Source: an optimization exercise on an open RTL-to-GDS flow (aim: small area and a short achievable clock period). Production flows keep margins and buffers that such runs may drop. In this exercise RTL edits were held to simulation tests only and were not proved equivalent to the original. Power is estimated from default activity; no workload was simulated.

==> flow/design.v (excerpt) <==
module dct2d (
  input  logic              clk,
  input  logic              rst_n,
  input  logic              x_valid,
  input  logic signed [7:0] x_data,
  output logic              y_valid,
  output logic signed [13:0] y_data
);
Settings: LEC_CHECK=0, ABC_CLOCK_PERIOD_IN_PS=2800, CAP_MARGIN=20, CORE_MARGIN=2, CORE_UTILIZATION=45, SETUP_SLACK_MARGIN=4.2, SLEW_MARGIN=20; clock period 7.0 ns.
run.sh (not shown) runs the stock make flow with config.mk's settings and CLKGATE_MAP_FILE= SYNTH_SCRIPT=/design/flow/synth_recipe.tcl, a recipe that flattens the netlist after the stock synthesis.
The starting point ran to the end with no violations.
Then changed:
CTS_CLUSTER_DIAMETER = 150   (was not set)
CTS_CLUSTER_SIZE = 30   (was not set)
After rerunning: Global-route usage goes down by 0.54 points; die area does not change; wire length goes down by 1.8%; setup slack improves by 0.051 ns; sequential power hardly moves; fmax goes up by 1.8%; sequential share of layout area goes up by 2.5 points; power goes down by about 12%; first-iteration DRC count stays flat.
Then changed:
ABC_CLOCK_PERIOD_IN_PS = 2500   (was 2800)
CTS_CLUSTER_DIAMETER = 100   (was 150)
CTS_CLUSTER_SIZE = 24   (was 30)
SETUP_SLACK_MARGIN = 4.5   (was 4.2)
Effect:
- final area rises by 3.7%
- fmax rises by 0.63%
- non-clock buffer count rises by 81
- via count rises by 2.1%
- first-iteration DRC count rises by 2.1%
- final cell count rises by 1.6%
- total power rises by 3.3%
- combinational power hardly moves
- core utilization rises by 1.8 points
- worst setup slack gets better by 0.018 ns
- synthesized cell count stays the same
Then changed:
ABC_CLOCK_PERIOD_IN_PS = 2800   (was 2500)
SETUP_SLACK_MARGIN = 4.2   (was 4.5)
What happened:
- The new run completed with no timing, DRC or antenna violations
- area after synthesis does not change
- count of clock-buffer cells in the layout went up by 3
- non-clock buffer count went down by 79
Then changed:
ABC_CLOCK_PERIOD_IN_PS = 2500   (was 2800)
CTS_CLUSTER_DIAMETER = not set   (was 100)
CTS_CLUSTER_SIZE = not set   (was 24)
SETUP_SLACK_MARGIN = 4.5   (was 4.2)
The new run ran to the end with no violations.
Final cell count came out higher by a few percent.
Clock skew came out lower by 0.0095 ns.
Synthesized area does not change.
Combinational power is about the same.
Critical path depth came out lower by 5.
Routed wire length came out higher by a few percent.
First-iteration DRC count came out higher by a few percent.
Global-route usage came out higher by 0.28 points.
Via count came out higher by a few percent.
Count of clock-buffer cells in the layout came out higher by 86.

========
dct2d, a different RTL version from the one above (not shown whole).
For scale: ~5300 cells after synthesis, ~26 I/O pins, roughly 68000 µm² of cells after synthesis.
clock: 7.0 ns
lec_check: 0
abc_clock_period_in_ps: 2700
cap_margin: 20
core_margin: 2
core_utilization: 60
cts_cluster_diameter: 100
cts_cluster_size: 24
setup_slack_margin: 4.3
slew_margin: 20
Then changed:
- CORE_UTILIZATION: 60 -> 45
After rerunning: The new run went through all stages and came out clean. Worst setup slack gains 28 ps. Worst hold slack loses 5.6 ps. Power hardly moves. Synthesized cell count stays the same.

========
dct2d, a different RTL version from the one above (not shown whole).
Size: about 5400 cells after synthesis, roughly 1500 flip-flops, about 26 I/O pins, about 69000 sq um of cells after synthesis.
## dct2d
module dct2d (
  input  logic              clk,
  input  logic              rst_n,
  input  logic              x_valid,
  input  logic signed [7:0] x_data,
  output logic              y_valid,
  output logic signed [13:0] y_data
);
  logic                                xValid;
  logic signed [dctPkg::SAMPLE_W-1:0]  xData;
  logic signed [dctPkg::STAGE_W-1:0]   rowData;
  logic                                rowSoon;
  logic signed [dctPkg::STAGE_W-1:0]   colIn;
  logic                                colInValid;
  logic signed [dctPkg::COL_W-1:0]     colData;
  assign xValid = x_valid;
  assign xData  = x_data;
  dctPass #(
    .IN_W  (dctPkg::SAMPLE_W),
    .OUT_W (dctPkg::STAGE_W),
    .GAPS  (1'b1),
    .OUT_REG (1'b0)
  ) rowPass (
    .clk      (clk),
    .rst_n    (rst_n),
    .inData   (xData),
    .inValid  (xValid),
    .outData  (rowData),
    .outValid (),
    .outSoon  (rowSoon)
  );
  transposeBuffer #(
    .W (dctPkg::STAGE_W)
  ) tBuf (
    .clk     (clk),
    .rst_n   (rst_n),
    .wrSoon  (rowSoon),
    .wrData  (rowData),
    .rdData  (colIn),
    .rdValid (colInValid)
  );
  dctPass #(
    .IN_W  (dctPkg::STAGE_W),
    .OUT_W (dctPkg::COL_W),
    .GAPS  (1'b0),
    .OUT_REG (1'b1)
  ) colPass (
    .clk      (clk),
    .rst_n    (rst_n),
    .inData   (colIn),
    .inValid  (colInValid),
    .outData  (colData),
    .outValid (y_valid),
    .outSoon  ()
  );
  assign y_data = dctPkg::OUT_W'(colData);
endmodule
==> flow/config.mk <==
export PLATFORM = sky130hd
export DESIGN_NAME = dct2d
export DESIGN_NICKNAME = dct2d
export VERILOG_FILES = /design/flow/design.v
export SDC_FILE = /design/flow/constraint.sdc
export NUM_CORES = 4
export LEC_CHECK = 0
export ABC_CLOCK_PERIOD_IN_PS = 2500
export CAP_MARGIN = 20
export CORE_MARGIN = 2
export CORE_UTILIZATION = 45
export CTS_CLUSTER_DIAMETER = 100
export CTS_CLUSTER_SIZE = 24
export SETUP_SLACK_MARGIN = 4.5
export SLEW_MARGIN = 20
==> flow/constraint.sdc <==
create_clock -name core_clock -period 7.0 [get_ports {clk}]
set_input_delay 1.4000 -clock core_clock [delete_from_list [all_inputs] [get_ports {clk}]]
set_output_delay 1.4000 -clock core_clock [all_outputs]
set_load 0.01 [all_outputs]
Next try:
- ABC_CLOCK_PERIOD_IN_PS: 2500 -> 2800
- SETUP_SLACK_MARGIN: 4.5 -> 4.2
After rerunning:
- The changed run finished clean
- utilization goes down by 2.2 points
- combinational power goes down by about 9%
- fmax goes down by 7.8%
- global-route usage goes down by 0.34 points
- design area goes down by about 4.3%
- final cell count goes down by 1.9%
- sequential power is about the same

==> separate check: timing with driven ports <==
How much do the figures lean on ideal ports? The routed layouts below were timed once more, with nothing changed but the port constraints.
Step 1: set_driving_cell puts a clkbuf_16 on clk and a buf_2 on each other input, an assumption about the parent block.
Step 2 also shifts input and output timing later by t, the mid clock arrival at the registers, as if the neighbouring blocks saw the same clock.
a / b / c = no drivers / after step 1 / after step 2; a / b = the first two.
run	shift t [ns]	setup slack, ns	hold WS [ns]	pins driven straight from the clock port
the first run of note 1	0.863	4.147 / 4.147 / 4.147	0.326 / 0.326 / 0.326	1
the second run of note 1	0.784	4.198 / 4.198 / 4.198	0.356 / 0.356 / 0.356	1
the third run of note 1	0.763	4.215 / 4.215 / 4.215	0.337 / 0.337 / 0.337	1
the fourth run of note 1	0.772	4.202 / 4.202 / 4.202	0.319 / 0.319 / 0.319	1
the fifth run of note 1	0.852	4.216 / 4.144 / 4.321	0.329 / 0.329 / 0.329	1
the first run of note 2	0.750	4.281 / 4.275 / 3.740	0.348 / 0.348 / 0.348	1
the second run of note 2	0.770	4.309 / 4.285 / 3.698	0.342 / 0.342 / 0.342	1
the first run of note 3	0.788	4.272 / 4.253 / 3.896	0.336 / 0.336 / 0.336	1
the second run of note 3	0.781	4.040 / 4.040 / 3.694	0.353 / 0.353 / 0.353	1
After both steps setup and hold are still met in every run listed. For the second run of note 2, which loses most, drivers alone change the setup slack by -0.024 ns; drivers and shift together by -0.611 ns.
